Source: an optimization exercise on an open RTL-to-GDS flow (aim: small area). Production flows keep margins and buffers that such runs may drop. In this exercise RTL edits were held to simulation tests only and were not proved equivalent to the original. Power figures rest on the tool's default switching activity, not on a simulated workload.

--- flow/design.v ---
package nodeReturnPkg;
	localparam int DataWidth = 64;
	localparam int TagWidth = 8;
	localparam int SizeWidth = 3;
	typedef struct packed {
		logic [SizeWidth-1:0] size;
		logic [TagWidth-1:0] tag;
		logic [DataWidth-1:0] data;
	} returnWord_t;
	localparam int WordWidth = SizeWidth + TagWidth + DataWidth;
	typedef enum logic [1:0] {
		srcNone = 2'd0,
		srcLocal = 2'd1,
		srcStream = 2'd2,
		srcNet = 2'd3
	} returnSource_e;
endpackage
`timescale 1ns/10ps
module nodeControl #(
	parameter int TickScale = 20
) (
	input logic EXTCLK,
	input logic reset,
	input logic msgrResetReq,
	input logic contextResetReq,
	input logic intReq,
	input logic intAck,
	input logic intEnable,
	input logic coreEmpty,
	input logic msgBreakpoint,
	output logic sysReset,
	output logic tick,
	output logic coreStop,
	output logic msgIntReq
);
	localparam int CountWidth = (TickScale > 1) ? $clog2(TickScale) : 1;
	localparam logic [CountWidth-1:0] LastCount = CountWidth'(TickScale - 1);
	logic [CountWidth-1:0] tickCount;
	logic tickDue;
	logic intIssued;
	logic intLaunch;
	always_ff @(posedge EXTCLK)
	begin
		sysReset <= reset | msgrResetReq | contextResetReq;
	end
	assign tickDue = (tickCount == LastCount);
	always_ff @(posedge EXTCLK)
	begin
		if (sysReset)
		begin
			tickCount <= '0;
			tick <= 1'b0;
		end
		else
		begin
			tickCount <= tickDue ? '0 : tickCount + 1'b1;
			tick <= tickDue;
		end
	end
	assign intLaunch = coreStop & coreEmpty & ~msgBreakpoint & ~intIssued;
	always_ff @(posedge EXTCLK)
	begin
		if (sysReset)
		begin
			coreStop <= 1'b0;
			msgIntReq <= 1'b0;
			intIssued <= 1'b0;
		end
		else
		begin
			coreStop <= (coreStop | intReq) & ~intAck & intEnable;
			msgIntReq <= intLaunch;
			intIssued <= (intIssued | intLaunch) & coreStop;
		end
	end
endmodule
`timescale 1ns/10ps
module returnFifo #(
	parameter int FifoDepth = 16
) (
	input logic EXTCLK,
	input logic sysReset,
	input logic write,
	input logic [nodeReturnPkg::WordWidth-1:0] writeWord,
	input logic read,
	output logic empty,
	output logic [nodeReturnPkg::WordWidth-1:0] readWord
);
	logic [nodeReturnPkg::WordWidth-1:0] storage [FifoDepth];
	logic [FifoDepth:0] fill;
	logic full;
	logic wrEn;
	logic rdEn;
	logic [FifoDepth-1:0] rdSel;
	assign empty = fill[0];
	assign full = fill[FifoDepth];
	assign wrEn = write & ~full;
	assign rdEn = read & ~empty;
	assign rdSel = fill[FifoDepth:1] & {FifoDepth{rdEn}};
	always_comb
	begin
		readWord = '0;
		for (int i = 0; i < FifoDepth; i++)
		begin
			readWord = readWord | ({nodeReturnPkg::WordWidth{rdSel[i]}} & storage[i]);
		end
	end
	always_ff @(posedge EXTCLK)
	begin
		if (wrEn)
		begin
			storage[0] <= writeWord;
			for (int i = 1; i < FifoDepth; i++)
			begin
				storage[i] <= storage[i-1];
			end
		end
	end
	always_ff @(posedge EXTCLK)
	begin
		if (sysReset)
		begin
			fill <= (FifoDepth + 1)'(1);
		end
		else
		begin
			case ({wrEn, rdEn})
				2'b10: fill <= {fill[FifoDepth-1:0], 1'b0};
				2'b01: fill <= {1'b0, fill[FifoDepth:1]};
				default: fill <= fill;
			endcase
		end
	end
endmodule
`timescale 1ns/10ps
module returnArbiter (
	input logic EXTCLK,
	input logic sysReset,
	input logic netValid,
	input logic [nodeReturnPkg::WordWidth-1:0] netHead,
	input logic streamEmpty,
	input logic [nodeReturnPkg::WordWidth-1:0] streamHead,
	output logic streamRead,
	input logic localReady,
	input logic [nodeReturnPkg::WordWidth-1:0] localWord,
	output logic localRead,
	output logic coreReady,
	output logic [nodeReturnPkg::WordWidth-1:0] coreWord
);
	logic anyGrant;
	logic localSel;
	assign streamRead = ~netValid & ~streamEmpty;
	assign localRead = ~netValid & streamEmpty & localReady;
	assign localSel = ~netValid & streamEmpty;
	assign anyGrant = netValid | ~streamEmpty | localReady;
	always_ff @(posedge EXTCLK)
	begin
		if (sysReset)
		begin
			coreReady <= 1'b0;
		end
		else
		begin
			coreReady <= anyGrant;
		end
	end
	always_ff @(posedge EXTCLK)
	begin
		coreWord <= ({nodeReturnPkg::WordWidth{netValid}} & netHead)
			| streamHead
			| ({nodeReturnPkg::WordWidth{localSel}} & localWord);
	end
endmodule
`timescale 1ns/10ps
module nodeReturnPath #(
	parameter int TickScale = 20,
	parameter int FifoDepth = 16
) (
	input logic EXTCLK,
	input logic reset,
	input logic msgrResetReq,
	input logic contextResetReq,
	input logic intReq,
	input logic intAck,
	input logic intEnable,
	input logic coreEmpty,
	input logic msgBreakpoint,
	input logic streamWrite,
	input logic [nodeReturnPkg::WordWidth-1:0] streamWord,
	input logic netWrite,
	input logic [nodeReturnPkg::WordWidth-1:0] netWord,
	input logic localReady,
	input logic [nodeReturnPkg::WordWidth-1:0] localWord,
	output logic localRead,
	output logic coreReady,
	output logic [nodeReturnPkg::WordWidth-1:0] coreWord,
	output logic tick,
	output logic coreStop,
	output logic msgIntReq
);
	logic sysReset;
	logic streamEmpty;
	logic streamRead;
	logic [nodeReturnPkg::WordWidth-1:0] streamHead;
	logic netValid;
	logic [nodeReturnPkg::WordWidth-1:0] netHead;
	nodeControl #(
		.TickScale(TickScale)
	) u_control (
		.EXTCLK(EXTCLK),
		.reset(reset),
		.msgrResetReq(msgrResetReq),
		.contextResetReq(contextResetReq),
		.intReq(intReq),
		.intAck(intAck),
		.intEnable(intEnable),
		.coreEmpty(coreEmpty),
		.msgBreakpoint(msgBreakpoint),
		.sysReset(sysReset),
		.tick(tick),
		.coreStop(coreStop),
		.msgIntReq(msgIntReq)
	);
	returnFifo #(
		.FifoDepth(FifoDepth)
	) u_streamFifo (
		.EXTCLK(EXTCLK),
		.sysReset(sysReset),
		.write(streamWrite),
		.writeWord(streamWord),
		.read(streamRead),
		.empty(streamEmpty),
		.readWord(streamHead)
	);
	always_ff @(posedge EXTCLK)
	begin
		netHead <= netWord;
		if (sysReset)
		begin
			netValid <= 1'b0;
		end
		else
		begin
			netValid <= netWrite;
		end
	end
	returnArbiter u_arbiter (
		.EXTCLK(EXTCLK),
		.sysReset(sysReset),
		.netValid(netValid),
		.netHead(netHead),
		.streamEmpty(streamEmpty),
		.streamHead(streamHead),
		.streamRead(streamRead),
		.localReady(localReady),
		.localWord(localWord),
		.localRead(localRead),
		.coreReady(coreReady),
		.coreWord(coreWord)
	);
endmodule
--- flow/flow/run.sh ---
#!/bin/bash
# The standard layout, with plain buf_1 cells as the port buffers in place of
# the delay buffers buffer_ports picks by itself.
set -euo pipefail
bash standard.sh "BUFFER_PORTS_ARGS=-buffer_cell sky130_fd_sc_hd__buf_1" finish > standard.log 2>&1
--- flow/standard.sh ---
#!/bin/bash
# synth_recipe.tcl (not shown) runs the flow's synth.tcl, then flattens the netlist and writes it again
# the make line also repeats each setting of config.mk as NAME=value (left out here)
make -C /OpenROAD-flow-scripts/flow DESIGN_CONFIG=/design/flow/config.mk WORK_HOME=/design/flow/orfs CLKGATE_MAP_FILE= SYNTH_SCRIPT=/design/flow/synth_recipe.tcl "${@:-finish}"
--- flow/config.mk ---
export PLATFORM = sky130hd
export DESIGN_NAME = nodeReturnPath
export DESIGN_NICKNAME = nodeReturnPath
export VERILOG_FILES = /design/flow/design.v
export SDC_FILE = /design/flow/constraint.sdc
export NUM_CORES = 4
export LEC_CHECK = 0
export CAP_MARGIN = 20
export CORE_MARGIN = 2
export CORE_UTILIZATION = 60
export CTS_BUF_LIST = sky130_fd_sc_hd__clkbuf_16
export CTS_CLUSTER_DIAMETER = 80
export CTS_CLUSTER_SIZE = 30
export PLACE_DENSITY = 0.7
export SLEW_MARGIN = 20
--- flow/constraint.sdc ---
create_clock -name core_clock -period 4.5 [get_ports {EXTCLK}]
set_input_delay 0.9000 -clock core_clock [delete_from_list [all_inputs] [get_ports {EXTCLK}]]
set_output_delay 0.9000 -clock core_clock [all_outputs]
set_load 0.01 [all_outputs]
==> results.rst, run 1 <==
.. list-table::
   :header-rows: 1

   * - Metric
     - Value
   * - Number of cells on the worst reg-to-reg path
     - 4
   * - Number of cells on the critical path
     - 4
   * - Total of warnings raised by yosys
     - 5
   * - Nature of the critical path startpoint
     - flop
   * - Most common cell after layout, fill and taps aside
     - sky130_fd_sc_hd__edfxtp_1
   * - Instance count along the most critical hold path
     - 1
   * - Result of the run
     - complete, no violations
   * - Number of buffers inserted during clock tree synthesis
     - between 50 and 60
   * - Post-synthesis sequential element count
     - 1379
   * - Final-report hold violation count
     - 0
   * - Via-to-Cell Ratio
     - 6.70
   * - Insertion delay of the later-clocked pin in the worst-skew pair
     - 0.65 ns
   * - Starting utilization of the core area
     - between 60 and 70%
   * - Site Rows
     - about 100
   * - Syn nets
     - around 2900
   * - Clock H-tree levels
     - 2
   * - Worst stage delay on the critical path
     - approximately 0.47 ns
   * - Wirelength, routed
     - around 110 mm
   * - Number of max-capacitance violations reported
     - 0
   * - Die Y-Extent
     - ~290 µm
   * - Syn Inst Count
     - 2706
   * - Fraction of power spent switching nets
     - between 20 and 25%
   * - Reg-to-reg slack, setup
     - about 1.6 ns
   * - Sinks on Clock Net
     - approximately 1400
   * - Global placer's final weighted congestion
     - 0.831
   * - Mean instance size in the synthesized netlist
     - ~18 µm²
   * - Portion of total power attributed to sequential cells
     - between 70 and 80%
   * - Number of synthesized flops with an enable pin
     - 1200
   * - Total negative setup slack
     - 0 ns
   * - Maximum number of pins on one net before global-route repair
     - roughly 210
   * - Final period util
     - 69.1%
   * - First-pass GRT wire length
     - approximately 160 mm
   * - Time the worst path needs with I/O delays and setup
     - between 3 and 4 ns
   * - PwrDens
     - approximately 420 mW/mm²
   * - Hold-fix buffers, CTS
     - 0
   * - GR Util All Layers
     - a little over a quarter
   * - Number of post-CTS setup repair buffers
     - 0
   * - Core area
     - between 0.07 and 0.08 mm²
   * - Largest vdd supply drop
     - about 350 µV
   * - Root buffer cell
     - sky130_fd_sc_hd__clkbuf_16
   * - Post-CTS clock slew at the launch and capture registers of the worst setup and hold paths
     - about 0.11 ns
   * - # nets final
     - around 3200
   * - Longest Clk Path Bufs
     - 3
   * - Leakage component of the power
     - between 15 and 20 nW
   * - Worst EP required
     - about 3.6 ns
   * - Port bufs
     - ~320
   * - Syn Std Cell Area
     - between 0.04 and 0.05 mm²
   * - Cell with the largest stage delay on the worst path
     - sky130_fd_sc_hd__nand2_4
   * - Antenna violations before repair
     - 0
   * - Post-synth top flop
     - sky130_fd_sc_hd__edfxtp_1
   * - Worst-path cell chain
     - clkinv_2 > nand2_4 > nor2_1 > buf_1
   * - Internal Power
     - roughly 17 mW
   * - Number of primary I/O pins
     - between 300 and 400
   * - Ant diodes
     - 0
   * - Portion of total power attributed to the clock network
     - a little over a quarter
   * - Sequential area share after synthesis
     - approximately 83%
   * - Worst setup path startpoint
     - netValid
   * - Crit path to
     - localRead
   * - Detailed-router iteration count before antenna repair
     - 7
   * - Setup repair after global routing missed its margin
     - no
   * - Sum of buffers and inverters on the critical path
     - 2
   * - Worst rel slew slack
     - a little under a quarter
   * - DIE AREA
     - about 0.08 mm²
   * - Max frequency
     - around 320 MHz
   * - Routed wire per std cell
     - roughly 28 µm
   * - Final count of negative-setup-slack endpoints
     - 0
   * - Top fanout value on the critical path
     - 26
   * - Total grt overflow
     - 0
   * - Half-perimeter wire length of the detailed placement result
     - approximately 60 mm
   * - Combinational cell fraction of total power
     - roughly 2.6%
   * - Sw power
     - 4.48 mW
   * - Share of layout cells above drive strength 1
     - approximately 4.2%
   * - Vias
     - roughly 27000
   * - Final Max Tran Viols
     - 0
   * - Setup skew after layout
     - ~0.027 ns
   * - Largest delay share family, worst path
     - buffers and inverters
   * - Reg-to-Reg Start
     - u_streamFifo.fill[16]
   * - R2r endpoint
     - u_streamFifo.storage[11][7]
   * - WS Path Type
     - reg2out
   * - Final Core Density
     - approximately two thirds
   * - Highest-count cells in the layout ignoring fill and taps
     - sky130_fd_sc_hd__edfxtp_1, sky130_fd_sc_hd__a22oi_1, sky130_fd_sc_hd__buf_1, sky130_fd_sc_hd__dfxtp_1, sky130_fd_sc_hd__a21oi_1
   * - Distinct cells, synth
     - 38
   * - Syn-to-layout area delta
     - 7.83%
   * - Path type of the worst min-delay path
     - in2reg
   * - Drc violations
     - 0
   * - Antenna-violating nets left
     - 0
   * - Nature of the critical path endpoint
     - output port
   * - WP data arrival
     - approximately 2.2 ns
   * - Fraction of registers with async set/reset
     - 0%
   * - DRC violation total after the first TritonRoute iteration
     - a little over 4000
   * - Die X
     - about 290 µm
   * - Tightest Pin Transition
     - 1.16 ns
   * - Clock tree from TritonCTS
     - built
   * - Vias in the first global route
     - about 26000
   * - Cts repair resizes
     - 0
-- worst min path at each step --
stage                        start                  end  slack (ns)
2_1_floorplan  u_control.intIssued  u_control.msgIntReq        0.40
3_3_place_gp   u_control.intIssued  u_control.msgIntReq        0.41
3_5_place_dp   u_control.intIssued  u_control.msgIntReq        0.43
4_1_cts                netWord[23]          netHead[23]        0.30
5_1_grt                netWord[68]          netHead[68]        0.30
6_report               netWord[67]          netHead[67]        0.32
-- power groups by stage --
stage	Combinational [mW]	Sequential [mW]	Clock, mW
2_1_floorplan	0.286	15.6	0
3_3_place_gp	0.551	15.4	0
3_5_place_dp	0.571	15.4	0
4_1_cts	0.572	15.1	6.02
5_1_grt	0.621	15.2	6.42
6_report	0.563	15.2	5.88
-- cells in the mapped netlist (2+ instances only) --
master,instances,area (µm²)
sky130_fd_sc_hd__edfxtp_1,1200,36000
sky130_fd_sc_hd__mux2i_1,16,160
sky130_fd_sc_hd__nor3_1,72,360
sky130_fd_sc_hd__o22ai_1,73,457
sky130_fd_sc_hd__o21ai_0,3,15.0
sky130_fd_sc_hd__a22oi_1,451,3390
sky130_fd_sc_hd__inv_1,6,22.5
sky130_fd_sc_hd__a21oi_1,162,811
sky130_fd_sc_hd__clkbuf_1,83,312
sky130_fd_sc_hd__nor4b_1,2,17.5
sky130_fd_sc_hd__nand2_1,149,559
sky130_fd_sc_hd__a222oi_1,74,741
sky130_fd_sc_hd__buf_6,3,33.8
sky130_fd_sc_hd__nand4_1,4,25.0
sky130_fd_sc_hd__xnor2_1,2,17.5
sky130_fd_sc_hd__nor2b_1,2,12.5
sky130_fd_sc_hd__nor2_1,42,158
sky130_fd_sc_hd__buf_1,13,48.8
sky130_fd_sc_hd__nand2b_1,2,12.5
sky130_fd_sc_hd__nand3_1,75,375
sky130_fd_sc_hd__buf_2,76,380
sky130_fd_sc_hd__dfxtp_1,179,3580
sky130_fd_sc_hd__ha_1,2,25.0
-- area by class of cell --
| class | instances | area (µm²) |
|---|---|---|
| Clock buffer | 54 | 1350 |
| Inverter | 7 | 31.3 |
| Timing Repair Buffer | 356 | 1570 |
| Tap cell | 1050 | 1310 |
| Sequential cell | 1379 | 39700 |
| Fill cell | 5412 | 27500 |
| Multi-Input combinational cell | 1144 | 7250 |
| Clock inverter | 43 | 200 |
-- metal layers --
metal  up-vias  track usage (%)  routed length, µm
met5         -                0                  0
met4         0             6.48               2380
met3       153             3.66              10600
met2      1663             43.1              53600
met1     13800             39.0              44600
li1      11400                -                  -
-- logic make-up (layout without fill, tap and decap cells) --
logic type | after synthesis | after routing | synth area share, %
AO/OA/AOI/OAI | 769 | 769 | 11.5
XOR/XNOR | 2 | 2 | 0.0368
adder cells (fa/ha/maj) | 2 | 2 | 0.0525
buffers and inverters | 183 | 460 | 1.70
flip-flops | 1379 | 1379 | 83.1
multiplexers | 16 | 16 | 0.336
AND/OR/NAND/NOR | 355 | 355 | 3.29
-- per-stage QoR --
| stage | power [mW] | setup WS, ns | cell area [µm²] | hold slack (ns) | cells |
|---|---|---|---|---|---|
| floorplan | 15.9 | -14.97 | 47700 | 0.400 | 2706 |
| global placement | 15.9 | 1.39 | 49800 | 0.412 | 3936 |
| detailed placement | 16.0 | 1.27 | 49800 | 0.432 | 3936 |
| CTS | 21.7 | 1.29 | 51400 | 0.297 | 4033 |
| global route | 22.3 | 1.20 | 51400 | 0.304 | 4033 |
| finish | 21.6 | 1.39 | 51400 | 0.324 | 4033 |
-- state kept, by name (all words and copies together) (netlist names) --
register and cells:
u_streamFifo.storage 1200, netHead 75, u_arbiter.coreWord 75, u_streamFifo.fill 17
u_control.tickCount 5, netValid 1, u_arbiter.coreReady 1, u_control.coreStop 1
u_control.intIssued 1, u_control.msgIntReq 1, u_control.sysReset 1, u_control.tick 1
==> inputs of run 2 (changes only) <==
--- a/flow/config.mk
+++ b/flow/config.mk
@@ -9,7 +9,7 @@
 export CORE_MARGIN = 2
 export CORE_UTILIZATION = 60
 export CTS_BUF_LIST = sky130_fd_sc_hd__clkbuf_16
-export CTS_CLUSTER_DIAMETER = 80
-export CTS_CLUSTER_SIZE = 30
+export CTS_CLUSTER_DIAMETER = 60
+export CTS_CLUSTER_SIZE = 40
 export PLACE_DENSITY = 0.7
 export SLEW_MARGIN = 20
==> run 2 against run 1 <==
Effect of this change:
- largest cell class unchanged
- area after synthesis stayed put
- register-to-register slack worse by 0.03 ns
- still clean on timing, DRC and antenna
- critical path type unchanged
- hold slack worse by 0.0099 ns
- largest power group unchanged
==> results.rst, run 2 <==
.. list-table::
   :header-rows: 1

   * - Metric
     - Value
   * - Top post-synthesis cells by area
     - sky130_fd_sc_hd__edfxtp_1, sky130_fd_sc_hd__dfxtp_1, sky130_fd_sc_hd__a22oi_1, sky130_fd_sc_hd__a21oi_1, sky130_fd_sc_hd__a222oi_1 (unchanged)
   * - Starting utilization of the core area
     - 60.4% (unchanged)
   * - Maximum number of pins on one net before global-route repair
     - 207 (unchanged)
   * - First-pass GRT wire length
     - 166 mm (was 164 mm)
   * - Worst EP required
     - 3.60 ns (about the same)
   * - Post-synthesis compound-gate area fraction
     - 11.5% (unchanged)
   * - Worst rel slew slack
     - 21.0% (was 22.8%)
   * - Number of buffers inserted during clock tree synthesis
     - 82 (was 53)
   * - Site Rows
     - 103 (unchanged)
   * - Adder-Cell Fraction of Synth Area
     - 0.0525% (unchanged)
   * - Synth Area in XOR/XNOR
     - 0.0368% (unchanged)
   * - Number of standard cells in the layout, taps in and fillers out
     - 4088 (was 4033)
   * - Distinct cells, synth
     - 38 (unchanged)
   * - Drc violations
     - 0 (unchanged)
   * - PwrDens
     - 462 mW/mm² (was 421 mW/mm²)
   * - Total negative setup slack
     - 0 ns (unchanged)
   * - Wirelength, routed
     - 113 mm (was 111 mm)
   * - Worst stage delay on the critical path
     - 0.47 ns (about the same)
   * - Overall power
     - 24.4 mW (was 21.6 mW)
   * - Highest-count cells in the layout ignoring fill and taps
     - sky130_fd_sc_hd__edfxtp_1, sky130_fd_sc_hd__a22oi_1, sky130_fd_sc_hd__buf_1, sky130_fd_sc_hd__dfxtp_1, sky130_fd_sc_hd__a21oi_1 (unchanged)
   * - Root buffer cell
     - sky130_fd_sc_hd__clkbuf_16 (unchanged)
   * - Vias
     - 27300 (was 27000)
   * - Final count of negative-setup-slack endpoints
     - 0 (unchanged)
   * - Total of warnings raised by yosys
     - 5 (unchanged)
   * - Pre-CTS setup slack
     - 1.27 ns (unchanged)
   * - Top fanout value on the critical path
     - 26 (unchanged)
   * - Post-synth top flop
     - sky130_fd_sc_hd__edfxtp_1 (unchanged)
   * - Result of the run
     - complete, no violations (unchanged)
   * - Post-synthesis mux area share
     - 0.336% (unchanged)
   * - Final-report hold violation count
     - 0 (unchanged)
   * - Insertion delay of the later-clocked pin in the worst-skew pair
     - 0.66 ns (was 0.65 ns)
   * - Most common cell in the netlist
     - sky130_fd_sc_hd__edfxtp_1 (unchanged)
   * - Fill cells
     - 5261 (was 5412)
   * - Total grt overflow
     - 0 (unchanged)
   * - Antenna-violating nets left
     - 0 (unchanged)
   * - Max frequency
     - 323 MHz (was 321 MHz)
   * - Setup skew after layout
     - 0.0288 ns (was 0.0268 ns)
   * - Number of max-capacitance violations reported
     - 0 (unchanged)
   * - Placed cells
     - 3936 (unchanged)
   * - Mean instance size in the synthesized netlist
     - 17.6 µm² (unchanged)
   * - Antenna violations before repair
     - 0 (unchanged)
   * - Sinks on Clock Net
     - 1379 (unchanged)
   * - Fraction of registers with async set/reset
     - 0% (unchanged)
   * - Die X
     - 286 µm (unchanged)
   * - Global placer's final weighted congestion
     - 0.831 (unchanged)
   * - Detailed-router iteration count before antenna repair
     - 8 (was 7)
   * - Vias in the first global route
     - 26700 (was 26200)
   * - Worst-path cell chain
     - clkinv_2 > nand2_4 > nor2_1 > buf_1 (unchanged)
   * - Post-synthesis cell type with the largest combined area
     - sky130_fd_sc_hd__edfxtp_1 (unchanged)
   * - Half-perimeter wire length of the detailed placement result
     - 60.4 mm (unchanged)
   * - Nature of the critical path startpoint
     - flop (unchanged)
   * - Most common cell after layout, fill and taps aside
     - sky130_fd_sc_hd__edfxtp_1 (unchanged)
   * - Cell with the largest stage delay on the worst path
     - sky130_fd_sc_hd__nand2_4 (unchanged)
   * - GR Util All Layers
     - 27.1% (was 26.6%)
   * - Core area
     - 0.0789 mm² (unchanged)
   * - Biggest register
     - u_streamFifo.storage (unchanged)
   * - Via-to-Cell Ratio
     - 6.67 (was 6.70)
   * - Ant diodes
     - 0 (unchanged)
   * - Largest register FFs
     - 1200 (unchanged)
   * - Setup repair after global routing missed its margin
     - no (unchanged)
   * - WS Path Type
     - reg2out (unchanged)
   * - Largest vdd supply drop
     - 336 µV (was 350 µV)
   * - Final period util
     - 68.9% (was 69.1%)
   * - DRC violation total after the first TritonRoute iteration
     - 4094 (was 4110)
   * - Path type of the worst min-delay path
     - in2reg (unchanged)
   * - Leakage component of the power
     - 17.9 nW (was 17.3 nW)
   * - Syn Inst Count
     - 2706 (unchanged)
   * - Clock tree from TritonCTS
     - built (unchanged)
   * - DIE AREA
     - 0.0817 mm² (unchanged)
   * - Cts repair resizes
     - 0 (unchanged)
   * - Die Y-Extent
     - 286 µm (unchanged)
   * - Routed wire per std cell
     - 27.6 µm (about the same)
   * - Hold-fix buffers, CTS
     - 0 (unchanged)
   * - Final critical-path setup slack
     - 1.40 ns (was 1.39 ns)
   * - Clock H-tree levels
     - 3 (was 2)
   * - Longest Clk Path Bufs
     - 3 (unchanged)
   * - Syn-to-layout area delta
     - 11.0% (was 7.83%)
   * - Time the worst path needs with I/O delays and setup
     - 3.10 ns (was 3.11 ns)
   * - Most used standard cells in the synthesized netlist
     - sky130_fd_sc_hd__edfxtp_1, sky130_fd_sc_hd__a22oi_1, sky130_fd_sc_hd__dfxtp_1, sky130_fd_sc_hd__a21oi_1, sky130_fd_sc_hd__nand2_1 (unchanged)
   * - Number of post-CTS setup repair buffers
     - 0 (unchanged)
   * - Tightest Pin Transition
     - 1.19 ns (was 1.16 ns)
   * - Sequential area share after synthesis
     - 83.1% (unchanged)
   * - Nature of the critical path endpoint
     - output port (unchanged)
   * - Final Max Tran Viols
     - 0 (unchanged)
   * - Port bufs
     - 316 (unchanged)
   * - Final non-filler cell area
     - 0.0529 mm² (was 0.0514 mm²)
   * - Final Core Density
     - 67.1% (was 65.2%)
   * - Number of primary I/O pins
     - 317 (unchanged)
   * - Post-synthesis sequential element count
     - 1379 (unchanged)
   * - Syn Std Cell Area
     - 0.0477 mm² (unchanged)
   * - Final hold slack
     - 0.314 ns (was 0.324 ns)
   * - Syn nets
     - 2945 (unchanged)
   * - WP data arrival
     - 2.20 ns (was 2.21 ns)
   * - Top Registers
     - u_streamFifo.storage (1200), netHead (75), u_arbiter.coreWord (75) (unchanged)
   * - Number of synthesized flops with an enable pin
     - 1200 (unchanged)
   * - Placed standard-cell area
     - 0.0498 mm² (unchanged)
   * - Post-CTS clock slew at the launch and capture registers of the worst setup and hold paths
     - 0.11 ns (about the same)
   * - Share of layout cells above drive strength 1
     - 6.88% (was 4.19%)
   * - Area fraction of the dominant cell type after synthesis
     - 75.6% (unchanged)
   * - Main combinational cell family by area after synthesis
     - compound AO/OA/AOI/OAI gates (unchanged)
   * - # nets final
     - 3209 (was 3180)
   * - Basic-gate share of the synthesized area counting and, or, nand and nor cells
     - 3.29% (unchanged)
## run 2: final cells by class
| type | instances | area [µm²] | area share [%] |
|---|---|---|---|
| clock buffers | 88 | 2200 | 4.16 |
| clock inverters | 64 | 846 | 1.60 |
| well taps | 1050 | 1310 | 2.48 |
| flip-flops and latches | 1379 | 39700 | 75.0 |
| multi-input cells | 1144 | 7250 | 13.7 |
| inverters | 7 | 31.3 | 0.0591 |
| repair buffers | 356 | 1570 | 2.98 |
## run 2: kinds of logic after synthesis
kind of cell / Yosys count
AOI/OAI and AO/OA: 769
xor gates and xnor gates: 2
adders and majority gates: 2
buffers and inverters: 183
DFF: 1379
muxes: 16
and+or+nand+nor: 355
## run 2: path summary, 6_finish.rpt
path                              startpoint                          to  slack (ns)  depth (start not counted)
setup / recovery                    netValid                   localRead        1.40                          4
hold / removal                    netWord[1]                  netHead[1]        0.31                          1
setup reg to reg       u_streamFifo.fill[16]  u_streamFifo.storage[6][8]        1.55                          4
hold reg to reg   u_streamFifo.storage[6][9]  u_streamFifo.storage[7][9]        0.44                          0
## run 2: where the power goes
group / switching [mW] / total, mW / leakage [nW] / internal, mW
Clock: 4.65 / 8.71 / 1.49 / 4.06
Combinational: 0.405 / 0.564 / 3.19 / 0.160
Sequential: 0.432 / 15.2 / 13.3 / 14.7
Total: 5.49 / 24.4 / 17.9 / 19.0
## run 2: layer usage
metal  GRT usage (%)  routed length (µm)  vias to the layer above  share of wire [%]
met5               0                   0                        -                  0
met4            7.62                2970                        0                2.6
met3            4.09               11000                      210                9.8
met2            43.4               54100                     1727                 48
met1            39.5               44800                    13800                 40
li1                -                   -                    11500                  -
## run 2: critical path: cells and delay by family (launching register included)
| kind | cells | cell delay (ns) |
|---|---|---|
| buf+inv | 2 | 0.55 |
| simple gates | 2 | 0.56 |
| flops | 1 | 0.44 |
==> inputs of run 3 (changes only) <==
--- a/flow/config.mk
+++ b/flow/config.mk
@@ -7,9 +7,9 @@
 export LEC_CHECK = 0
 export CAP_MARGIN = 20
 export CORE_MARGIN = 2
-export CORE_UTILIZATION = 60
+export CORE_UTILIZATION = 75
 export CTS_BUF_LIST = sky130_fd_sc_hd__clkbuf_16
-export CTS_CLUSTER_DIAMETER = 60
-export CTS_CLUSTER_SIZE = 40
-export PLACE_DENSITY = 0.7
+export CTS_CLUSTER_DIAMETER = 80
+export CTS_CLUSTER_SIZE = 30
+export PLACE_DENSITY = 0.85
 export SLEW_MARGIN = 20
==> run 3 against run 2 <==
Effect of this change:
- clock skew down 0.0053 ns
- wire length is 0.23% higher
- via count up 2.1%
- setup slack got worse by 0.32 ns
- clock power decreased by 34%
- global-route usage up 6.9 points
- still clean on timing, DRC and antenna
- critical path depth did not move
- flip-flop and latch count did not move
- core utilization increased by 14 points
- total power decreased by 12%
- count of clock-buffer cells in the layout decreased by 35
==> results.rst, run 3 <==
.. list-table::
   :header-rows: 1

   * - Metric
     - Value
   * - Result of the run
     - complete, no violations (unchanged)
   * - Post-CTS clock slew at the launch and capture registers of the worst setup and hold paths
     - 0.11 ns (about the same)
   * - Via-to-Cell Ratio
     - 7.28 (was 6.67)
   * - Worst-path cell chain
     - inv_2 > nand2_4 > nor2_1 > buf_1 (was clkinv_2 > nand2_4 > nor2_1 > buf_1)
   * - Sequential area share after synthesis
     - 83.1% (unchanged)
   * - Half-perimeter wire length of the detailed placement result
     - 62.6 mm (was 60.4 mm)
   * - Largest vdd supply drop
     - 513 µV (was 336 µV)
   * - Sum of buffers and inverters on the critical path
     - 2 (unchanged)
   * - Top post-synthesis cells by area
     - sky130_fd_sc_hd__edfxtp_1, sky130_fd_sc_hd__dfxtp_1, sky130_fd_sc_hd__a22oi_1, sky130_fd_sc_hd__a21oi_1, sky130_fd_sc_hd__a222oi_1 (unchanged)
   * - Tightest Pin Transition
     - 1.22 ns (was 1.19 ns)
   * - Antenna-violating nets left
     - 0 (unchanged)
   * - DIE AREA
     - 0.0656 mm² (was 0.0817 mm²)
   * - Hold-fix buffers, CTS
     - 0 (unchanged)
   * - Leakage component of the power
     - 17.3 nW (was 17.9 nW)
   * - Root buffer cell
     - sky130_fd_sc_hd__clkbuf_16 (unchanged)
   * - GR Util All Layers
     - 34.0% (was 27.1%)
   * - Most common cell in the netlist
     - sky130_fd_sc_hd__edfxtp_1 (unchanged)
   * - Most used standard cells in the synthesized netlist
     - sky130_fd_sc_hd__edfxtp_1, sky130_fd_sc_hd__a22oi_1, sky130_fd_sc_hd__dfxtp_1, sky130_fd_sc_hd__a21oi_1, sky130_fd_sc_hd__nand2_1 (unchanged)
   * - Drc violations
     - 0 (unchanged)
   * - Vias
     - 27800 (was 27300)
   * - Worst rel slew slack
     - 18.6% (was 21.0%)
   * - Worst Hold End
     - netHead[3] (was netHead[1])
   * - Syn Inst Count
     - 2706 (unchanged)
   * - Antenna violations before repair
     - 1 (was 0)
   * - Total of warnings raised by yosys
     - 5 (unchanged)
   * - Number of cells on the worst reg-to-reg path
     - 6 (was 4)
   * - Setup repair after global routing missed its margin
     - no (unchanged)
   * - Fraction of registers with async set/reset
     - 0% (unchanged)
   * - Final non-filler cell area
     - 0.0511 mm² (was 0.0529 mm²)
   * - Final-report hold violation count
     - 0 (unchanged)
   * - PwrDens
     - 421 mW/mm² (was 462 mW/mm²)
   * - Routed wire per std cell
     - 29.6 µm (was 27.6 µm)
   * - Total grt overflow
     - 0 (unchanged)
   * - Port bufs
     - 316 (unchanged)
   * - Top Registers
     - u_streamFifo.storage (1200), netHead (75), u_arbiter.coreWord (75) (unchanged)
   * - Mean instance size in the synthesized netlist
     - 17.6 µm² (unchanged)
   * - Share of layout cells above drive strength 1
     - 4.00% (was 6.88%)
   * - Placed standard-cell area
     - 0.0496 mm² (was 0.0498 mm²)
   * - Global placer's final weighted congestion
     - 0.852 (was 0.831)
   * - Core area
     - 0.0630 mm² (was 0.0789 mm²)
   * - Most common cell after layout, fill and taps aside
     - sky130_fd_sc_hd__edfxtp_1 (unchanged)
   * - Vias in the first global route
     - 27500 (was 26700)
   * - Site Rows
     - 92 (was 103)
   * - Ant diodes
     - 0 (unchanged)
   * - Time the worst path needs with I/O delays and setup
     - 3.42 ns (was 3.10 ns)
   * - Cell with the largest stage delay on the worst path
     - sky130_fd_sc_hd__inv_2 (was sky130_fd_sc_hd__nand2_4)
   * - Nature of the critical path startpoint
     - flop (unchanged)
   * - Post-synthesis cell type with the largest combined area
     - sky130_fd_sc_hd__edfxtp_1 (unchanged)
   * - Distinct cells, synth
     - 38 (unchanged)
   * - Max frequency
     - 293 MHz (was 323 MHz)
   * - Fill cells
     - 3022 (was 5261)
   * - Starting utilization of the core area
     - 75.7% (was 60.4%)
   * - Number of max-capacitance violations reported
     - 0 (unchanged)
   * - Sinks on Clock Net
     - 1379 (unchanged)
   * - Reg-to-reg slack, setup
     - 1.54 ns (was 1.55 ns)
   * - Clock H-tree levels
     - 2 (was 3)
   * - # nets final
     - 3179 (was 3209)
   * - Syn Std Cell Area
     - 0.0477 mm² (unchanged)
   * - Post-synth top flop
     - sky130_fd_sc_hd__edfxtp_1 (unchanged)
   * - Total negative setup slack
     - 0 ns (unchanged)
   * - Overall power
     - 21.5 mW (was 24.4 mW)
   * - Post-synthesis sequential element count
     - 1379 (unchanged)
   * - Largest register FFs
     - 1200 (unchanged)
   * - Reg-to-Reg Start
     - u_streamFifo.fill[0] (was u_streamFifo.fill[16])
   * - Final Max Tran Viols
     - 0 (unchanged)
   * - Final period util
     - 76.0% (was 68.9%)
   * - WP data arrival
     - 2.52 ns (was 2.20 ns)
   * - Final Core Density
     - 81.1% (was 67.1%)
   * - First-pass GRT wire length
     - 167 mm (was 166 mm)
   * - Largest delay share family, worst path
     - buffers and inverters (was simple AND/OR/NAND/NOR gates)
   * - DRC violation total after the first TritonRoute iteration
     - 4555 (was 4094)
   * - Worst hold path startpoint
     - netWord[3] (was netWord[1])
   * - Final count of negative-setup-slack endpoints
     - 0 (unchanged)
   * - Syn nets
     - 2945 (unchanged)
   * - Path type of the worst min-delay path
     - in2reg (unchanged)
   * - Maximum number of pins on one net before global-route repair
     - 180 (was 207)
   * - Setup skew after layout
     - 0.0235 ns (was 0.0288 ns)
   * - WS Path Type
     - reg2out (unchanged)
   * - Biggest register
     - u_streamFifo.storage (unchanged)
   * - Highest-count cells in the layout ignoring fill and taps
     - sky130_fd_sc_hd__edfxtp_1, sky130_fd_sc_hd__a22oi_1, sky130_fd_sc_hd__buf_1, sky130_fd_sc_hd__dfxtp_1, sky130_fd_sc_hd__a21oi_1 (unchanged)
   * - Insertion delay of the later-clocked pin in the worst-skew pair
     - 0.65 ns (was 0.66 ns)
   * - Longest Clk Path Bufs
     - 3 (unchanged)
   * - Die X
     - 256 µm (was 286 µm)
   * - Worst EP required
     - 3.60 ns (about the same)
   * - Number of post-CTS setup repair buffers
     - 0 (unchanged)
   * - Syn-to-layout area delta
     - 7.18% (was 11.0%)
   * - R2r endpoint
     - u_streamFifo.fill[14] (was u_streamFifo.storage[6][8])
   * - Die Y-Extent
     - 256 µm (was 286 µm)
   * - Area fraction of the dominant cell type after synthesis
     - 75.6% (unchanged)
   * - Top fanout value on the critical path
     - 35 (was 26)
   * - Number of primary I/O pins
     - 317 (unchanged)
   * - Cts repair resizes
     - 0 (unchanged)
   * - Clock tree from TritonCTS
     - built (unchanged)
   * - Number of buffers inserted during clock tree synthesis
     - 52 (was 82)
   * - Instance count along the most critical hold path
     - 1 (unchanged)
   * - Detailed-router iteration count before antenna repair
     - 10 (was 8)
   * - Number of synthesized flops with an enable pin
     - 1200 (unchanged)
   * - Nature of the critical path endpoint
     - output port (unchanged)
   * - Worst stage delay on the critical path
     - 0.63 ns (was 0.47 ns)
   * - Wirelength, routed
     - 113 mm (about the same)
[run 3: cell type report]
type	instances	area (µm²)	share of cell area [%]
repair buffers	356	1570	3.08
multi-input cells	1144	7250	14.2
inverters	7	30.0	0.0588
clock inverters	39	173	0.338
flip-flops and latches	1379	39700	77.7
clock buffers	53	1330	2.60
well taps	846	1060	2.07
[run 3: worst max-delay path by stage]
stage,from,endpoint,cells after the start
after floorplan,streamWrite,u_streamFifo.storage[0][0],2
after CTS,netValid,localRead,4
after global routing,netValid,localRead,4
after global placement,streamWrite,u_streamFifo.storage[12][66],5
after detailed placement,streamWrite,u_streamFifo.storage[12][66],5
final,netValid,localRead,4
[run 3: through the flow]
step	cells	setup WS, ns	hold slack (ns)
floorplan	2706	-14.97	0.400
global placement	3732	1.33	0.409
detailed placement	3732	1.27	0.433
CTS	3824	1.03	0.306
global route	3824	0.974	0.297
finish	3824	1.08	0.332
[run 3: power breakdown]
part | internal [mW] | total (mW) | switching [mW]
clock | 2.18 | 5.75 | 3.56
sequential | 14.7 | 15.2 | 0.456
combinational | 0.161 | 0.581 | 0.420
[run 3: kinds of logic (layout without fill, tap and decap cells)]
logic type	Yosys count	count (layout)	share of synthesized area [%]
flops	1379	1379	83.1
compound gates	769	769	11.5
simple gates	355	355	3.29
buf+inv	183	455	1.70
mux	16	16	0.336
fa+ha+maj	2	2	0.0525
xor+xnor	2	2	0.0368
[run 3: routing by layer]
metal	wire, µm	GRT usage, %
met5	10	0
met3	14900	6.89
met2	54900	54.3
met1	39100	47.6
met4	4250	12.8
==> inputs of run 4 (changes only) <==
--- a/flow/design.v
+++ b/flow/design.v
@@ -84,14 +84,14 @@
 	input logic [nodeReturnPkg::WordWidth-1:0] writeWord,
 	input logic read,
 	output logic empty,
-	output logic [nodeReturnPkg::WordWidth-1:0] readWord
+	output logic [FifoDepth*nodeReturnPkg::WordWidth-1:0] slots,
+	output logic [FifoDepth-1:0] rdSel
 );
 	logic [nodeReturnPkg::WordWidth-1:0] storage [FifoDepth];
 	logic [FifoDepth:0] fill;
 	logic full;
 	logic wrEn;
 	logic rdEn;
-	logic [FifoDepth-1:0] rdSel;
 	assign empty = fill[0];
 	assign full = fill[FifoDepth];
 	assign wrEn = write & ~full;
@@ -99,10 +99,9 @@
 	assign rdSel = fill[FifoDepth:1] & {FifoDepth{rdEn}};
 	always_comb
 	begin
-		readWord = '0;
 		for (int i = 0; i < FifoDepth; i++)
 		begin
-			readWord = readWord | ({nodeReturnPkg::WordWidth{rdSel[i]}} & storage[i]);
+			slots[i*nodeReturnPkg::WordWidth +: nodeReturnPkg::WordWidth] = storage[i];
 		end
 	end
 	always_ff @(posedge EXTCLK)
@@ -139,7 +138,8 @@
 	input logic netValid,
 	input logic [nodeReturnPkg::WordWidth-1:0] netHead,
 	input logic streamEmpty,
-	input logic [nodeReturnPkg::WordWidth-1:0] streamHead,
+	input logic [16*nodeReturnPkg::WordWidth-1:0] streamSlots,
+	input logic [15:0] streamSel,
 	output logic streamRead,
 	input logic localReady,
 	input logic [nodeReturnPkg::WordWidth-1:0] localWord,
@@ -149,10 +149,32 @@
 );
 	logic anyGrant;
 	logic localSel;
+	logic [17:0] termSel;
+	logic [nodeReturnPkg::WordWidth-1:0] termWord [18];
+	logic [nodeReturnPkg::WordWidth-1:0] groupWord [6];
+	logic [nodeReturnPkg::WordWidth-1:0] nextWord;
 	assign streamRead = ~netValid & ~streamEmpty;
 	assign localRead = ~netValid & streamEmpty & localReady;
 	assign localSel = ~netValid & streamEmpty;
 	assign anyGrant = netValid | ~streamEmpty | localReady;
+	assign termSel = {localSel, netValid, streamSel};
+	always_comb
+	begin
+		for (int i = 0; i < 16; i++)
+		begin
+			termWord[i] = streamSlots[i*nodeReturnPkg::WordWidth +: nodeReturnPkg::WordWidth];
+		end
+		termWord[16] = netHead;
+		termWord[17] = localWord;
+		for (int g = 0; g < 6; g++)
+		begin
+			groupWord[g] = ({nodeReturnPkg::WordWidth{termSel[3*g]}} & termWord[3*g])
+				| ({nodeReturnPkg::WordWidth{termSel[3*g+1]}} & termWord[3*g+1])
+				| ({nodeReturnPkg::WordWidth{termSel[3*g+2]}} & termWord[3*g+2]);
+		end
+		nextWord = (groupWord[0] | groupWord[1] | groupWord[2])
+			| (groupWord[3] | groupWord[4] | groupWord[5]);
+	end
 	always_ff @(posedge EXTCLK)
 	begin
 		if (sysReset)
@@ -166,9 +188,7 @@
 	end
 	always_ff @(posedge EXTCLK)
 	begin
-		coreWord <= ({nodeReturnPkg::WordWidth{netValid}} & netHead)
-			| streamHead
-			| ({nodeReturnPkg::WordWidth{localSel}} & localWord);
+		coreWord <= nextWord;
 	end
 endmodule
 `timescale 1ns/10ps
@@ -201,7 +221,8 @@
 	logic sysReset;
 	logic streamEmpty;
 	logic streamRead;
-	logic [nodeReturnPkg::WordWidth-1:0] streamHead;
+	logic [FifoDepth*nodeReturnPkg::WordWidth-1:0] streamSlots;
+	logic [FifoDepth-1:0] streamSel;
 	logic netValid;
 	logic [nodeReturnPkg::WordWidth-1:0] netHead;
 	nodeControl #(
@@ -230,7 +251,8 @@
 		.writeWord(streamWord),
 		.read(streamRead),
 		.empty(streamEmpty),
-		.readWord(streamHead)
+		.slots(streamSlots),
+		.rdSel(streamSel)
 	);
 	always_ff @(posedge EXTCLK)
 	begin
@@ -250,7 +272,8 @@
 		.netValid(netValid),
 		.netHead(netHead),
 		.streamEmpty(streamEmpty),
-		.streamHead(streamHead),
+		.streamSlots(streamSlots),
+		.streamSel(streamSel),
 		.streamRead(streamRead),
 		.localReady(localReady),
 		.localWord(localWord),
==> flow/flow/run.sh (replaced) <==
#!/bin/bash
# The standard layout with two changes:
#  - synthesis maps the logic with flow/area.abc, an area-first ABC script,
#    in place of ORFS's delay-first abc_speed.script (everything else in the
#    synthesis script, registers included, is the standard flow's own synth_recipe.tcl);
#  - port buffers are plain buf_1 cells in place of the delay buffers
#    buffer_ports picks by itself.
set -euo pipefail
work=$(pwd)
{
	head -n 1 synth_recipe.tcl
	echo 'proc abc {args} {'
	echo '	set i [lsearch -exact $args -script]'
	echo "	if {\$i >= 0} { lset args [expr {\$i + 1}] $work/flow/area.abc }"
	echo '	yosys abc {*}$args'
	echo '}'
	tail -n +2 synth_recipe.tcl
} > area_synth.tcl
bash standard.sh "SYNTH_SCRIPT=$work/area_synth.tcl" \
	"BUFFER_PORTS_ARGS=-buffer_cell sky130_fd_sc_hd__buf_1" finish > standard.log 2>&1
==> flow/flow/area.abc (new file) <==
&get -n
&st
&nf -R 1000 -p
&put
--- a/flow/config.mk
+++ b/flow/config.mk
@@ -7,9 +7,9 @@
 export LEC_CHECK = 0
 export CAP_MARGIN = 20
 export CORE_MARGIN = 2
-export CORE_UTILIZATION = 75
-export CTS_BUF_LIST = sky130_fd_sc_hd__clkbuf_16
+export CORE_UTILIZATION = 60
+export CTS_BUF_LIST = sky130_fd_sc_hd__clkbuf_8 sky130_fd_sc_hd__clkbuf_16
 export CTS_CLUSTER_DIAMETER = 80
 export CTS_CLUSTER_SIZE = 30
-export PLACE_DENSITY = 0.85
+export PLACE_DENSITY = 0.7
 export SLEW_MARGIN = 20
==> run 4 against run 3 <==
Effect of this change:
- first-iteration DRC count up 17%
- flip-flop and latch count stayed put
- area after synthesis decreased by 4.1%
- design area is 1.5% lower
- via count is 10% lower
- total power up 1.1%
- largest power group unchanged
==> results.rst, run 4 <==
.. list-table::
   :header-rows: 1

   * - Metric
     - Value
   * - Result of the run
     - complete, no violations (unchanged)
   * - Number of buffers inserted during clock tree synthesis
     - 53 (was 52)
   * - Wirelength, routed
     - 106 mm (was 113 mm)
   * - Port bufs
     - 316 (unchanged)
   * - Highest-count cells in the layout ignoring fill and taps
     - sky130_fd_sc_hd__edfxtp_1, sky130_fd_sc_hd__a222oi_1, sky130_fd_sc_hd__buf_1, sky130_fd_sc_hd__dfxtp_1 (was sky130_fd_sc_hd__edfxtp_1, sky130_fd_sc_hd__a22oi_1, sky130_fd_sc_hd__buf_1, sky130_fd_sc_hd__dfxtp_1, sky130_fd_sc_hd__a21oi_1)
   * - Post-synth top flop
     - sky130_fd_sc_hd__edfxtp_1 (unchanged)
   * - Syn Std Cell Area
     - 0.0457 mm² (was 0.0477 mm²)
   * - Sinks on Clock Net
     - 1379 (unchanged)
   * - Number of post-CTS setup repair buffers
     - 0 (unchanged)
   * - Top post-synthesis cells by area
     - sky130_fd_sc_hd__edfxtp_1, sky130_fd_sc_hd__a222oi_1, sky130_fd_sc_hd__dfxtp_1, sky130_fd_sc_hd__and3_1, sky130_fd_sc_hd__nand4_1 (was sky130_fd_sc_hd__edfxtp_1, sky130_fd_sc_hd__dfxtp_1, sky130_fd_sc_hd__a22oi_1, sky130_fd_sc_hd__a21oi_1, sky130_fd_sc_hd__a222oi_1)
   * - Mean instance size in the synthesized netlist
     - 21.8 µm² (was 17.6 µm²)
   * - Antenna violations before repair
     - 3 (was 1)
   * - Final Max Tran Viols
     - 0 (unchanged)
   * - Biggest register
     - u_streamFifo.storage (unchanged)
   * - Detailed-router iteration count before antenna repair
     - 10 (unchanged)
   * - Worst rel slew slack
     - 31.9% (was 18.6%)
   * - Clock H-tree levels
     - 2 (unchanged)
   * - DRC violation total after the first TritonRoute iteration
     - 5338 (was 4555)
   * - Insertion delay of the later-clocked pin in the worst-skew pair
     - 0.66 ns (was 0.65 ns)
   * - Die Y-Extent
     - 280 µm (was 256 µm)
   * - Syn Inst Count
     - 2093 (was 2706)
   * - Vias
     - 25000 (was 27800)
   * - Final hold slack
     - 0.323 ns (was 0.332 ns)
   * - Most common cell in the netlist
     - sky130_fd_sc_hd__edfxtp_1 (unchanged)
   * - WP data arrival
     - 3.36 ns (was 2.52 ns)
   * - Max frequency
     - 351 MHz (was 293 MHz)
   * - Final count of negative-setup-slack endpoints
     - 0 (unchanged)
   * - Syn-to-layout area delta
     - 10.1% (was 7.18%)
   * - Root buffer cell
     - sky130_fd_sc_hd__clkbuf_16 (unchanged)
   * - Area fraction of the dominant cell type after synthesis
     - 78.8% (was 75.6%)
   * - Cts repair resizes
     - 0 (unchanged)
   * - First-pass GRT wire length
     - 154 mm (was 167 mm)
   * - Total grt overflow
     - 0 (unchanged)
   * - Drc violations
     - 0 (unchanged)
   * - Time the worst path needs with I/O delays and setup
     - 2.85 ns (was 3.42 ns)
   * - Setup repair after global routing missed its margin
     - no (unchanged)
   * - Maximum number of pins on one net before global-route repair
     - 203 (was 180)
   * - Routed wire per std cell
     - 30.0 µm (was 29.6 µm)
   * - Post-synthesis cell type with the largest combined area
     - sky130_fd_sc_hd__edfxtp_1 (unchanged)
   * - Top fanout value on the critical path
     - 55 (was 35)
   * - Leakage component of the power
     - 16.2 nW (was 17.3 nW)
   * - Hold-fix buffers, CTS
     - 0 (unchanged)
   * - Tightest Pin Transition
     - 1.02 ns (was 1.22 ns)
   * - Ant diodes
     - 0 (unchanged)
   * - Sequential area share after synthesis
     - 86.7% (was 83.1%)
   * - Number of primary I/O pins
     - 317 (unchanged)
   * - Share of layout cells above drive strength 1
     - 4.99% (was 4.00%)
   * - Vias in the first global route
     - 24300 (was 27500)
   * - Core area
     - 0.0757 mm² (was 0.0630 mm²)
   * - Post-synthesis sequential element count
     - 1379 (unchanged)
   * - Die X
     - 280 µm (was 256 µm)
   * - Most used standard cells in the synthesized netlist
     - sky130_fd_sc_hd__edfxtp_1, sky130_fd_sc_hd__a222oi_1, sky130_fd_sc_hd__dfxtp_1, sky130_fd_sc_hd__and3_1, sky130_fd_sc_hd__nand4_1 (was sky130_fd_sc_hd__edfxtp_1, sky130_fd_sc_hd__a22oi_1, sky130_fd_sc_hd__dfxtp_1, sky130_fd_sc_hd__a21oi_1, sky130_fd_sc_hd__nand2_1)
   * - # nets final
     - 2745 (was 3179)
   * - Number of synthesized flops with an enable pin
     - 1200 (unchanged)
   * - GR Util All Layers
     - 26.3% (was 34.0%)
   * - Worst EP required
     - 5.01 ns (was 3.60 ns)
   * - Global placer's final weighted congestion
     - 0.758 (was 0.852)
   * - Clock tree from TritonCTS
     - built (unchanged)
   * - Distinct cells, synth
     - 23 (was 38)
   * - WS Path Type
     - reg2reg (was reg2out)
   * - Top Registers
     - u_streamFifo.storage (1200), netHead (75), u_arbiter.coreWord (75) (unchanged)
   * - Post-CTS clock slew at the launch and capture registers of the worst setup and hold paths
     - 0.11 ns (about the same)
   * - Via-to-Cell Ratio
     - 7.10 (was 7.28)
   * - Setup skew after layout
     - 0.0238 ns (was 0.0235 ns)
   * - Site Rows
     - 101 (was 92)
   * - Starting utilization of the core area
     - 60.4% (was 75.7%)
   * - Overall power
     - 21.7 mW (was 21.5 mW)
   * - Largest vdd supply drop
     - 314 µV (was 513 µV)
   * - PwrDens
     - 432 mW/mm² (was 421 mW/mm²)
   * - Antenna-violating nets left
     - 0 (unchanged)
   * - Most common cell after layout, fill and taps aside
     - sky130_fd_sc_hd__edfxtp_1 (unchanged)
   * - Final-report hold violation count
     - 0 (unchanged)
   * - Nature of the critical path endpoint
     - flop (was output port)
   * - Fraction of registers with async set/reset
     - 0% (unchanged)
   * - Nature of the critical path startpoint
     - flop (unchanged)
   * - Total of warnings raised by yosys
     - 7 (was 5)
   * - Path type of the worst min-delay path
     - in2reg (unchanged)
   * - DIE AREA
     - 0.0784 mm² (was 0.0656 mm²)
   * - Half-perimeter wire length of the detailed placement result
     - 59.1 mm (was 62.6 mm)
   * - Largest register FFs
     - 1200 (unchanged)
   * - Syn nets
     - 2332 (was 2945)
   * - Number of max-capacitance violations reported
     - 0 (unchanged)
   * - Longest Clk Path Bufs
     - 3 (unchanged)
   * - Final period util
     - 63.3% (was 76.0%)
[run 4: cell count changes in the layout (fill, tap and decap cells not counted), moves of 73 or more]
| cell | change |
|---|---|
| sky130_fd_sc_hd__and3_1 | +74 |
| sky130_fd_sc_hd__o22ai_1 | -73 |
| sky130_fd_sc_hd__a21oi_1 | -145 |
| sky130_fd_sc_hd__a222oi_1 | +376 |
| sky130_fd_sc_hd__nand2_1 | -146 |
| sky130_fd_sc_hd__a22oi_1 | -451 |
[run 4: logic make-up (layout without fill, tap and decap cells)]
logic type               Yosys count  in the layout  share of synthesized area (%)
multiplexers                      15             15                          0.328
buffers and inverters              2            456                         0.0164
flip-flops                      1379           1379                           86.7
XOR/XNOR                           3              3                         0.0575
AND/OR/NAND/NOR                  223            223                           2.81
adder cells (fa/ha/maj)            2              2                         0.0547
AO/OA/AOI/OAI                    469            469                           10.1
[run 4: layout make-up]
type	count	area (µm²)
inverter	2	33.8
timing repair buffer	358	1700
sequential	1379	39600
tap	978	1220
clock inverter	38	199
fill	4999	25400
clock buffer	58	1410
multi-input combinational	712	6140
[run 4: worst max-delay path: stages, from the launching register on]
cell and delay [ns]:
sky130_fd_sc_hd__dfxtp_4 0.81, sky130_fd_sc_hd__nor2_1 0.08, sky130_fd_sc_hd__buf_4 0.22, sky130_fd_sc_hd__and2_4 0.45
sky130_fd_sc_hd__buf_4 0.35, sky130_fd_sc_hd__a222oi_1 0.37, sky130_fd_sc_hd__and3_1 0.22, sky130_fd_sc_hd__nand4_1 0.12
[run 4: layer usage]
metal,vias up,share of wire (%),GRT usage [%],wire [µm]
met5,-,0.012,0,13
met3,136,11,5.58,12100
met2,1647,47,40.8,50000
li1,10500,-,-,-
met1,12800,39,38.8,41400
met4,2,2.1,6.42,2250
[run 4: power breakdown]
part           switching, mW  internal [mW]
Clock                   3.67           2.36
Combinational          0.413          0.169
Sequential             0.409           14.7
Total                   4.49           17.3
[run 4: final timing paths]
| kind | startpoint | to | slack, ns | cells after the start |
|---|---|---|---|---|
| setup reg to reg | netValid | u_arbiter.coreWord[18] | 1.65 | 7 |
| hold reg to reg | u_control.intIssued | u_control.msgIntReq | 0.43 | 1 |
| hold / removal | netWord[28] | netHead[28] | 0.32 | 1 |
| setup / recovery | netValid | u_arbiter.coreWord[18] | 1.65 | 7 |
[run 4: metrics by stage]
stage	cells	worst slack, ns	utilization [%]	area (µm²)	setup TNS (ns)
final	3525	1.65	66.5	50300	0
after global routing	3525	1.58	66.5	50300	0
after CTS	3525	1.66	66.5	50300	0
after detailed placement	3429	1.39	64.4	48700	0
after global placement	3429	1.44	64.4	48700	0
after floorplan	2093	-0.350	-	45700	-0.350
==> inputs of run 5 (changes only) <==
--- a/flow/config.mk
+++ b/flow/config.mk
@@ -8,7 +8,7 @@
 export CAP_MARGIN = 20
 export CORE_MARGIN = 2
 export CORE_UTILIZATION = 60
-export CTS_BUF_LIST = sky130_fd_sc_hd__clkbuf_8 sky130_fd_sc_hd__clkbuf_16
+export CTS_BUF_LIST = sky130_fd_sc_hd__clkbuf_16
 export CTS_CLUSTER_DIAMETER = 80
 export CTS_CLUSTER_SIZE = 30
 export PLACE_DENSITY = 0.7
==> run 5 against run 4 <==
Effect of this change:
- still clean
- area after synthesis stayed put
- non-clock buffer count unchanged
- critical path depth is the same
- first-iteration DRC count is 3.1% higher
- total power decreased by 0.32%
- maximum frequency up 0.55%
- global-route usage hardly changed
- sequential share of layout area rose by 0.063 points
- die area is the same
==> results.rst, run 5 <==
.. list-table::
   :header-rows: 1

   * - Metric
     - Value
   * - Result of the run
     - complete, no violations (unchanged)
   * - Nature of the critical path startpoint
     - flop (unchanged)
   * - Most used standard cells in the synthesized netlist
     - sky130_fd_sc_hd__edfxtp_1, sky130_fd_sc_hd__a222oi_1, sky130_fd_sc_hd__dfxtp_1, sky130_fd_sc_hd__and3_1, sky130_fd_sc_hd__nand4_1 (unchanged)
   * - Post-synth top flop
     - sky130_fd_sc_hd__edfxtp_1 (unchanged)
   * - Main combinational cell family by area after synthesis
     - compound AO/OA/AOI/OAI gates (unchanged)
   * - Final Max Tran Viols
     - 0 (unchanged)
   * - Longest Clk Path Bufs
     - 3 (unchanged)
   * - Sum of buffers and inverters on the critical path
     - 2 (unchanged)
   * - Number of standard cells in the layout, taps in and fillers out
     - 3525 (unchanged)
   * - Final-report hold violation count
     - 0 (unchanged)
   * - Number of primary I/O pins
     - 317 (unchanged)
   * - Worst stage delay on the critical path
     - 0.81 ns (about the same)
   * - Detailed-router iteration count before antenna repair
     - 9 (was 10)
   * - Setup skew after layout
     - 0.0261 ns (was 0.0238 ns)
   * - Syn Std Cell Area
     - 0.0457 mm² (unchanged)
   * - Wirelength, routed
     - 106 mm (about the same)
   * - Site Rows
     - 101 (unchanged)
   * - Worst hold path startpoint
     - netWord[28] (unchanged)
   * - Most common cell after layout, fill and taps aside
     - sky130_fd_sc_hd__edfxtp_1 (unchanged)
   * - Starting utilization of the core area
     - 60.4% (unchanged)
   * - Cts repair resizes
     - 0 (unchanged)
   * - Path type of the worst min-delay path
     - in2reg (unchanged)
   * - Post-synthesis sequential element count
     - 1379 (unchanged)
   * - Cell with the largest stage delay on the worst path
     - sky130_fd_sc_hd__dfxtp_4 (unchanged)
   * - Top Registers
     - u_streamFifo.storage (1200), netHead (75), u_arbiter.coreWord (75) (unchanged)
   * - Clock tree from TritonCTS
     - built (unchanged)
   * - Share of layout cells above drive strength 1
     - 4.87% (was 4.99%)
   * - Routed wire per std cell
     - 29.9 µm (was 30.0 µm)
   * - Final period util
     - 63.0% (was 63.3%)
   * - Half-perimeter wire length of the detailed placement result
     - 59.1 mm (unchanged)
   * - # nets final
     - 2745 (unchanged)
   * - Instance count along the most critical hold path
     - 1 (unchanged)
   * - Antenna violations before repair
     - 3 (unchanged)
   * - Worst-path cell chain
     - nor2_1 > buf_4 > and2_4 > buf_4 > a222oi_1 > and3_1 > nand4_1 (unchanged)
   * - Syn Inst Count
     - 2093 (unchanged)
   * - Placed standard-cell area
     - 0.0487 mm² (unchanged)
   * - Vias
     - 24900 (was 25000)
   * - Maximum number of pins on one net before global-route repair
     - 203 (unchanged)
   * - GR Util All Layers
     - 26.3% (about the same)
   * - Largest delay share family, worst path
     - simple AND/OR/NAND/NOR gates (unchanged)
   * - Area fraction of the dominant cell type after synthesis
     - 78.8% (unchanged)
   * - PwrDens
     - 431 mW/mm² (was 432 mW/mm²)
   * - Post-synthesis cell type with the largest combined area
     - sky130_fd_sc_hd__edfxtp_1 (unchanged)
   * - Die Y-Extent
     - 280 µm (unchanged)
   * - WP data arrival
     - 3.34 ns (was 3.36 ns)
   * - Largest vdd supply drop
     - 319 µV (was 314 µV)
   * - Vias in the first global route
     - 24300 (about the same)
   * - Sequential area share after synthesis
     - 86.7% (unchanged)
   * - Fraction of registers with async set/reset
     - 0% (unchanged)
   * - Number of synthesized flops with an enable pin
     - 1200 (unchanged)
   * - Synth Area in XOR/XNOR
     - 0.0575% (unchanged)
   * - Most common cell in the netlist
     - sky130_fd_sc_hd__edfxtp_1 (unchanged)
   * - Hold-fix buffers, CTS
     - 0 (unchanged)
   * - Highest-count cells in the layout ignoring fill and taps
     - sky130_fd_sc_hd__edfxtp_1, sky130_fd_sc_hd__a222oi_1, sky130_fd_sc_hd__buf_1, sky130_fd_sc_hd__dfxtp_1 (unchanged)
   * - Drc violations
     - 0 (unchanged)
   * - Adder-Cell Fraction of Synth Area
     - 0.0547% (unchanged)
   * - Final non-filler cell area
     - 0.0503 mm² (about the same)
   * - Distinct cells, synth
     - 23 (unchanged)
   * - Number of max-capacitance violations reported
     - 0 (unchanged)
   * - Insertion delay of the later-clocked pin in the worst-skew pair
     - 0.66 ns (about the same)
   * - Leakage component of the power
     - 16.1 nW (was 16.2 nW)
   * - Post-synthesis compound-gate area fraction
     - 10.1% (unchanged)
   * - Number of cells on the critical path
     - 7 (unchanged)
   * - Root buffer cell
     - sky130_fd_sc_hd__clkbuf_16 (unchanged)
   * - Syn-to-layout area delta
     - 9.99% (was 10.1%)
   * - Post-synthesis mux area share
     - 0.328% (unchanged)
   * - Nature of the critical path endpoint
     - flop (unchanged)
   * - Worst rel slew slack
     - 29.1% (was 31.9%)
   * - Largest register FFs
     - 1200 (unchanged)
   * - Number of buffers inserted during clock tree synthesis
     - 53 (unchanged)
   * - Setup repair after global routing missed its margin
     - no (unchanged)
   * - DRC violation total after the first TritonRoute iteration
     - 5501 (was 5338)
   * - Via-to-Cell Ratio
     - 7.06 (was 7.10)
   * - Time the worst path needs with I/O delays and setup
     - 2.83 ns (was 2.85 ns)
   * - Worst setup path startpoint
     - netValid (unchanged)
   * - Worst Hold End
     - netHead[28] (unchanged)
   * - Post-CTS clock slew at the launch and capture registers of the worst setup and hold paths
     - 0.11 ns (about the same)
   * - Number of post-CTS setup repair buffers
     - 0 (unchanged)
   * - Core area
     - 0.0757 mm² (unchanged)
   * - DIE AREA
     - 0.0784 mm² (unchanged)
   * - Clock H-tree levels
     - 2 (unchanged)
   * - Top fanout value on the critical path
     - 55 (unchanged)
   * - Sinks on Clock Net
     - 1379 (unchanged)
   * - Die X
     - 280 µm (unchanged)
   * - WS Path Type
     - reg2reg (unchanged)
   * - Number of cells on the worst reg-to-reg path
     - 7 (unchanged)
   * - Port bufs
     - 316 (unchanged)
   * - Top post-synthesis cells by area
     - sky130_fd_sc_hd__edfxtp_1, sky130_fd_sc_hd__a222oi_1, sky130_fd_sc_hd__dfxtp_1, sky130_fd_sc_hd__and3_1, sky130_fd_sc_hd__nand4_1 (unchanged)
   * - Total grt overflow
     - 0 (unchanged)
   * - Crit-path most repeated cell
     - sky130_fd_sc_hd__buf_4 (unchanged)
   * - Antenna-violating nets left
     - 0 (unchanged)
   * - R2r endpoint
     - u_arbiter.coreWord[18] (unchanged)
   * - Placed cells
     - 3429 (unchanged)
   * - Total of warnings raised by yosys
     - 7 (unchanged)
   * - Basic-gate share of the synthesized area counting and, or, nand and nor cells
     - 2.81% (unchanged)
   * - Global placer's final weighted congestion
     - 0.758 (unchanged)
   * - Tightest Pin Transition
     - 1.06 ns (was 1.02 ns)
   * - Mean instance size in the synthesized netlist
     - 21.8 µm² (unchanged)
   * - Max frequency
     - 353 MHz (was 351 MHz)
   * - Final count of negative-setup-slack endpoints
     - 0 (unchanged)
   * - First-pass GRT wire length
     - 154 mm (about the same)
   * - Reg-to-reg slack, setup
     - 1.67 ns (was 1.65 ns)
   * - Syn nets
     - 2332 (unchanged)
   * - Biggest register
     - u_streamFifo.storage (unchanged)
   * - Reg-to-Reg Start
     - netValid (unchanged)
   * - Worst EP required
     - 5.01 ns (about the same)
   * - Ant diodes
     - 0 (unchanged)
-- run 5: cell counts after synthesis --
No cell type changed its count.
-- run 5: cell families after synthesis --
kind of cell,Yosys count
flip-flops,1379
AO/OA/AOI/OAI,469
AND/OR/NAND/NOR,223
multiplexers,15
XOR/XNOR,3
buffers and inverters,2
adder cells (fa/ha/maj),2
-- run 5: final cells by class --
type | count | area, µm²
sequential | 1379 | 39600
fill | 5004 | 25400
multi-input combinational | 712 | 6140
timing repair buffer | 358 | 1700
clock buffer | 54 | 1350
tap | 978 | 1220
clock inverter | 42 | 214
inverter | 2 | 33.8
-- run 5: power breakdown --
group | total, mW | internal, mW | switching, mW
Sequential | 15.1 | 14.7 | 0.407
Clock | 5.95 | 2.29 | 3.67
Combinational | 0.582 | 0.169 | 0.413
Total | 21.7 | 17.2 | 4.49
-- run 5: stage by stage --
| step | hold WS (ns) | utilization, % | setup TNS (ns) | total power [mW] | setup WS [ns] |
|---|---|---|---|---|---|
| 6_report | 0.320 | 66.4 | 0 | 21.7 | 1.67 |
| 3_5_place_dp | 0.418 | 64.4 | 0 | 16.0 | 1.39 |
| 2_1_floorplan | 0.392 | - | -0.350 | 15.6 | -0.350 |
| 4_1_cts | 0.295 | 66.4 | 0 | 21.8 | 1.66 |
| 3_3_place_gp | 0.398 | 64.4 | 0 | 15.9 | 1.44 |
| 5_1_grt | 0.300 | 66.4 | 0 | 22.3 | 1.58 |
-- run 5: worst max path at each step --
stage / end
CTS: localRead
global placement: u_streamFifo.storage[8][72]
finish: u_arbiter.coreWord[18]
detailed placement: u_streamFifo.storage[1][13]
global route: u_arbiter.coreWord[8]
floorplan: localRead
-- run 5: layer usage --
metal | global-route usage [%] | wire [µm]
met5 | 0 | 13
met4 | 6.42 | 2310
met3 | 5.41 | 11500
met2 | 40.9 | 49900
met1 | 38.8 | 41800

port drivers added, routing unchanged:
How much do the figures lean on ideal ports? The routed layouts below were timed once more, with nothing changed but the port constraints. Step 1 assumes that a clkbuf_16 drives the clock port and a buf_2 every other input. Step 2 times the ports against the registers' clock, not the clock port: input delays grow and output delays shrink by t, the midpoint of the rising clock arrivals with the driver on. a / b / c = ideal ports / drivers / drivers and shift; a / b = the first two.
run | t (ns) | setup WS [ns] | latest minus earliest clock arrival (ns) | pins driven straight from the clock port
run 1 | 0.714 | 1.389 / 1.317 / 1.228 | 0.026 / 0.027 | 1
run 2 | 0.719 | 1.402 / 1.331 / 1.205 | 0.040 / 0.040 | 1
run 3 | 0.706 | 1.081 / 1.016 / 1.225 | 0.028 / 0.029 | 1
run 4 | 0.713 | 1.651 / 1.631 / 1.273 | 0.030 / 0.030 | 1
run 5 | 0.710 | 1.667 / 1.635 / 1.280 | 0.034 / 0.035 | 1
After both steps setup and hold are still met in every run listed. The setup slack of run 5, which loses most, moves by -0.032 ns with the drivers and by -0.387 ns with both steps.
